Background: an optimization exercise with open tools, aiming at small area. Do not read the settings as production practice. Function was checked by simulation only, so behaviour that the tests miss may differ from the original. No activity file was given, so power comes from the tool's default toggle rates.

west:
==> flow/design.v <==
module i281_trace_buffer #(
   parameter int DEPTH     = 64,
   parameter int NUM_REGS  = 4,
   parameter int REG_W     = 8,
   parameter int INSTR_W   = 5,
   parameter int STATE_W   = 5,
   parameter int FLAG_W    = 4,
   parameter int CYC_W     = 16,
   parameter int POST_TRIG = 8
) (
   input  logic                      clock,
   input  logic                      reset_n,
   input  logic                      capture_en,
   input  logic [INSTR_W-1:0]        instr,
   input  logic [STATE_W-1:0]        state,
   input  logic [NUM_REGS*REG_W-1:0] regs,
   input  logic [FLAG_W-1:0]         flags,
   input  logic                      arm,
   input  logic                      trig_en,
   input  logic [INSTR_W-1:0]        trig_instr,
   input  logic [STATE_W-1:0]        trig_state,
   output logic                      busy,
   output logic                      done,
   output logic                      wrapped,
   input  logic                      rd_start,
   input  logic                      rd_ready,
   output logic                      rd_valid,
   output logic [CYC_W+INSTR_W+STATE_W+NUM_REGS*REG_W+FLAG_W-1:0] rd_data,
   output logic                      rd_last
);
   localparam int AW       = $clog2(DEPTH);
   localparam int FW       = AW + 1;
   localparam int PW       = (POST_TRIG > 1) ? $clog2(POST_TRIG) : 1;
   localparam int SNAP_W   = INSTR_W + STATE_W + NUM_REGS*REG_W + FLAG_W;
   localparam int ENTRY_W  = CYC_W + SNAP_W;
   localparam int INS_STEP = 4;                       
   localparam int SW       = $clog2(INS_STEP);
   localparam int NINS     = DEPTH / INS_STEP;        
   localparam int RD_POS   = 1;                       
   typedef enum logic [2:0] {
      ST_IDLE,
      ST_ARMED,
      ST_POST,
      ST_DONE,
      ST_RSETUP,
      ST_READOUT
   } state_e;
   state_e             state_q, state_d;
   logic [FW-1:0]      fill_q, fill_d;        
   logic [PW-1:0]      post_cnt_q, post_cnt_d;
   logic               wrapped_q, wrapped_d;
   logic [CYC_W-1:0]   cyc_q, cyc_d;
   logic [AW-1:0]      off_q, off_d;          
   logic [INS_STEP-1:1] pend_q, pend_d;       
   logic               rd_valid_q, rd_valid_d;
   logic               rd_last_q, rd_last_d;
   logic [ENTRY_W-1:0] rd_data_q;
   logic [ENTRY_W-1:0] ring_q [DEPTH];
   logic [SNAP_W-1:0]  dly_q  [2:INS_STEP-1];    
   logic [SNAP_W-1:0]  dly1;                     
   logic               capturing, reading, full, wr_en, trig_hit;
   logic [SNAP_W-1:0]  snap, ins_snap;
   logic [ENTRY_W-1:0] ins_data;
   logic [SW-1:0]      src;
   logic               have, due, fetch;
   assign capturing = (state_q == ST_ARMED) || (state_q == ST_POST);
   assign reading   = (state_q == ST_READOUT);
   assign full      = fill_q[FW-1];
   assign wr_en     = capturing && capture_en && !arm;
   assign trig_hit  = (state_q == ST_ARMED) && capture_en && trig_en &&
                      (instr == trig_instr) && (state == trig_state);
   assign snap      = {instr, state, regs, flags};
   always_comb begin
      src  = '0;
      have = wr_en;
      for (int k = 1; k < INS_STEP; k++) begin
         if (pend_q[k]) begin
            src  = SW'(k);
            have = 1'b1;
         end
      end
   end
   assign due      = have && (off_q[SW-1:0] == '0);
   assign dly1     = rd_data_q[SNAP_W-1:0];
   assign ins_snap = (src == '0) ? snap : (src == SW'(1)) ? dly1 : dly_q[src];
   assign ins_data = {cyc_q - CYC_W'(src), ins_snap};
   assign fetch = reading && (off_q == AW'(RD_POS + 1)) &&
                  (!rd_valid_q || (rd_ready && !rd_last_q));
   always_comb begin
      state_d    = state_q;
      fill_d     = fill_q;
      post_cnt_d = post_cnt_q;
      wrapped_d  = wrapped_q;
      cyc_d      = cyc_q + CYC_W'(1);      
      off_d      = (due || fetch) ? off_q : off_q + AW'(1);
      rd_valid_d = rd_valid_q;
      rd_last_d  = rd_last_q;
      for (int k = 1; k < INS_STEP; k++) begin
         pend_d[k] = ((k == 1) ? wr_en : pend_q[k-1]) && !(due && (src == SW'(k - 1)));
      end
      if (arm) begin
         state_d    = ST_ARMED;
         fill_d     = '0;
         post_cnt_d = '0;
         wrapped_d  = 1'b0;
         cyc_d      = '0;
         pend_d     = '0;
         rd_valid_d = 1'b0;
         rd_last_d  = 1'b0;
      end else begin
         unique case (state_q)
            ST_IDLE: begin
            end
            ST_ARMED, ST_POST: begin
               if (capture_en) begin
                  if (full) wrapped_d = 1'b1;
                  else      fill_d    = fill_q + FW'(1);
               end
               if (trig_hit) begin
                  post_cnt_d = '0;
                  state_d    = ST_POST;
               end else if ((state_q == ST_POST) && capture_en) begin
                  post_cnt_d = post_cnt_q + PW'(1);
                  if (post_cnt_q == PW'(POST_TRIG - 1)) state_d = ST_DONE;
               end
            end
            ST_DONE: begin
               if (rd_start) state_d = ST_RSETUP;
            end
            ST_RSETUP: begin
               if (pend_q == '0) begin
                  state_d = ST_READOUT;
                  off_d   = off_q + AW'(1) + fill_q[AW-1:0];
               end
            end
            ST_READOUT: begin
               if (fetch) begin
                  rd_valid_d = 1'b1;
                  rd_last_d  = (fill_q == FW'(1));
                  fill_d     = fill_q - FW'(1);
               end else if (rd_valid_q && rd_ready) begin
                  rd_valid_d = 1'b0;
                  if (rd_last_q) begin
                     rd_last_d = 1'b0;
                     state_d   = ST_IDLE;
                  end
               end
            end
            default: begin
               state_d = ST_IDLE;
            end
         endcase
      end
   end
   always_ff @(posedge clock or negedge reset_n) begin
      if (!reset_n) begin
         state_q    <= ST_IDLE;
         wrapped_q  <= 1'b0;
         off_q      <= '0;
         pend_q     <= '0;
         rd_valid_q <= 1'b0;
         rd_last_q  <= 1'b0;
      end else begin
         state_q    <= state_d;
         wrapped_q  <= wrapped_d;
         off_q      <= off_d;
         pend_q     <= pend_d;
         rd_valid_q <= rd_valid_d;
         rd_last_q  <= rd_last_d;
      end
   end
   always_ff @(posedge clock) begin
      fill_q     <= fill_d;
      post_cnt_q <= post_cnt_d;
      cyc_q      <= cyc_d;
   end
   logic [NINS-1:0]    pm_q, pm_d;
   logic [NINS-1:0]    ins_sel, ins_selb;
   always_comb begin
      for (int j = 0; j < NINS; j++) begin
         pm_d[j]     = (off_d == AW'(j * INS_STEP));
         ins_sel[j]  = have && pm_q[j];
         ins_selb[j] = !have || (off_q != AW'(j * INS_STEP));
      end
   end
   always_ff @(posedge clock) begin
      pm_q <= pm_d;
   end
   always_ff @(posedge clock) begin
      for (int p = 0; p < DEPTH; p++) begin
         if (p % INS_STEP != 0) begin
            ring_q[p] <= ring_q[p-1];
         end else begin
            ring_q[p] <= ~((ring_q[(p + DEPTH - 1) % DEPTH] | {ENTRY_W{ins_sel[p / INS_STEP]}}) &
                           ({ENTRY_W{ins_selb[p / INS_STEP]}} |
                            (((p / INS_STEP) % 2 == 1) ? ins_data : ~ins_data)));
         end
      end
      for (int k = 2; k < INS_STEP; k++) begin
         dly_q[k] <= (k == 2) ? dly1 : dly_q[k-1];
      end
      if (fetch) rd_data_q[ENTRY_W-1:SNAP_W] <= ring_q[RD_POS][ENTRY_W-1:SNAP_W];
      if (!reading)   rd_data_q[SNAP_W-1:0] <= snap;
      else if (fetch) rd_data_q[SNAP_W-1:0] <= ring_q[RD_POS][SNAP_W-1:0];
   end
   assign busy     = capturing;
   assign done     = (state_q == ST_DONE);
   assign wrapped  = wrapped_q;
   assign rd_valid = rd_valid_q;
   assign rd_data  = rd_data_q;
   assign rd_last  = rd_last_q;
endmodule
clock: 6.0 ns
lec_check: 0
cap_margin: 20
core_margin: 2
core_utilization: 72
place_density: 0.8
slew_margin: 20
standard.sh (not shown) runs the stock make flow with config.mk's settings and CLKGATE_MAP_FILE= SYNTH_SCRIPT=/design/flow/synth_recipe.tcl, a recipe that flattens the netlist after the stock synthesis.
==> flow/flow/run.sh <==
#!/bin/bash
set -euo pipefail
CTS_ARGS="-sink_clustering_enable -repair_clock_nets -dont_use_dummy_load -sink_clustering_size 20 -sink_clustering_max_diameter 55 -buf_list sky130_fd_sc_hd__clkbuf_8 -sink_clustering_buffer sky130_fd_sc_hd__clkbuf_8 -tree_buf sky130_fd_sc_hd__clkbuf_8 -root_buf sky130_fd_sc_hd__clkbuf_8"
bash standard.sh finish \
  "CTS_ARGS=${CTS_ARGS}" \
  "BUFFER_PORTS_ARGS=-buffer_cell sky130_fd_sc_hd__buf_1" \
  > flow_make.log 2>&1
test -f out/final.def
--- input diff west..south ---
--- a/flow/design.v
+++ b/flow/design.v
@@ -57,9 +57,8 @@
    logic [ENTRY_W-1:0] rd_data_q;
    logic [ENTRY_W-1:0] ring_q [DEPTH];
-   logic [SNAP_W-1:0]  dly_q  [2:INS_STEP-1];    
-   logic [SNAP_W-1:0]  dly1;                     
+   logic [ENTRY_W-1:0] dly_q  [2:INS_STEP-1];    
+   logic [ENTRY_W-1:0] dly1;                     
    logic               capturing, reading, full, wr_en, trig_hit;
-   logic [SNAP_W-1:0]  snap, ins_snap;
-   logic [ENTRY_W-1:0] ins_data;
+   logic [ENTRY_W-1:0] entry, ins_data;
    logic [SW-1:0]      src;
    logic               have, due, fetch;
@@ -70,5 +69,5 @@
    assign trig_hit  = (state_q == ST_ARMED) && capture_en && trig_en &&
                       (instr == trig_instr) && (state == trig_state);
-   assign snap      = {instr, state, regs, flags};
+   assign entry     = {cyc_q, instr, state, regs, flags};
    always_comb begin
       src  = '0;
@@ -82,7 +81,6 @@
    end
    assign due      = have && (off_q[SW-1:0] == '0);
-   assign dly1     = rd_data_q[SNAP_W-1:0];
-   assign ins_snap = (src == '0) ? snap : (src == SW'(1)) ? dly1 : dly_q[src];
-   assign ins_data = {cyc_q - CYC_W'(src), ins_snap};
+   assign dly1     = rd_data_q;
+   assign ins_data = (src == '0) ? entry : (src == SW'(1)) ? dly1 : dly_q[src];
    assign fetch = reading && (off_q == AW'(RD_POS + 1)) &&
                   (!rd_valid_q || (rd_ready && !rd_last_q));
@@ -92,5 +90,5 @@
       post_cnt_d = post_cnt_q;
       wrapped_d  = wrapped_q;
-      cyc_d      = cyc_q + CYC_W'(1);      
+      cyc_d      = cyc_q;
       off_d      = (due || fetch) ? off_q : off_q + AW'(1);
       rd_valid_d = rd_valid_q;
@@ -113,4 +111,5 @@
             end
             ST_ARMED, ST_POST: begin
+               cyc_d = cyc_q + CYC_W'(1);
                if (capture_en) begin
                   if (full) wrapped_d = 1'b1;
@@ -200,7 +199,6 @@
          dly_q[k] <= (k == 2) ? dly1 : dly_q[k-1];
       end
-      if (fetch) rd_data_q[ENTRY_W-1:SNAP_W] <= ring_q[RD_POS][ENTRY_W-1:SNAP_W];
-      if (!reading)   rd_data_q[SNAP_W-1:0] <= snap;
-      else if (fetch) rd_data_q[SNAP_W-1:0] <= ring_q[RD_POS][SNAP_W-1:0];
+      if (!reading)  rd_data_q <= entry;
+      else if (fetch) rd_data_q <= ring_q[RD_POS];
    end
    assign busy     = capturing;
Results
south | status: complete | timing, DRC, antenna: pass. south vs west — part of the power in combinational logic dropped 0.4 points. In south, overall die width is higher than in west. south vs west — clock-buffer cell count climbed slightly. The wire length of south was inferior to that of west. Relative to west, the met2 global-route usage of south is higher by 1.4 points. Status: proportion of layout cells with a drive suffix above 1 parity (south, west). In the reports for south and west, the smaller post-route cell area belongs to west. Summary: power, south worse than west.

[port drivers added, routing unchanged]
How much do the figures lean on ideal ports? The routed layouts below were timed once more, with nothing changed but the port constraints. Step 1, drivers: a clkbuf_16 drives clock and a buf_2 each remaining input, both assumed. Step 2, shift: input delay + t, output delay - t, t = (earliest + latest rising clock arrival at the registers) / 2. This alone moves slack from input paths to output paths. a / b / c = no drivers / after step 1 / after step 2; a / b = the first two.
| run | shift t [ns] | slack for setup (ns) | hold slack, ns | slew at the worst register clock pin (ns) |
|---|---|---|---|---|
| west | 1.023 | 1.788 / 1.788 / 1.087 | 0.274 / 0.274 / 0.274 | 0.12 / 0.12 |
| south | 1.035 | 1.827 / 1.827 / 1.272 | 0.273 / 0.249 / 0.273 | 0.12 / 0.12 |
After both steps setup and hold are still met in every run listed. The setup slack of west, which loses most, moves by 0.000 ns with the drivers and by -0.701 ns with both steps.
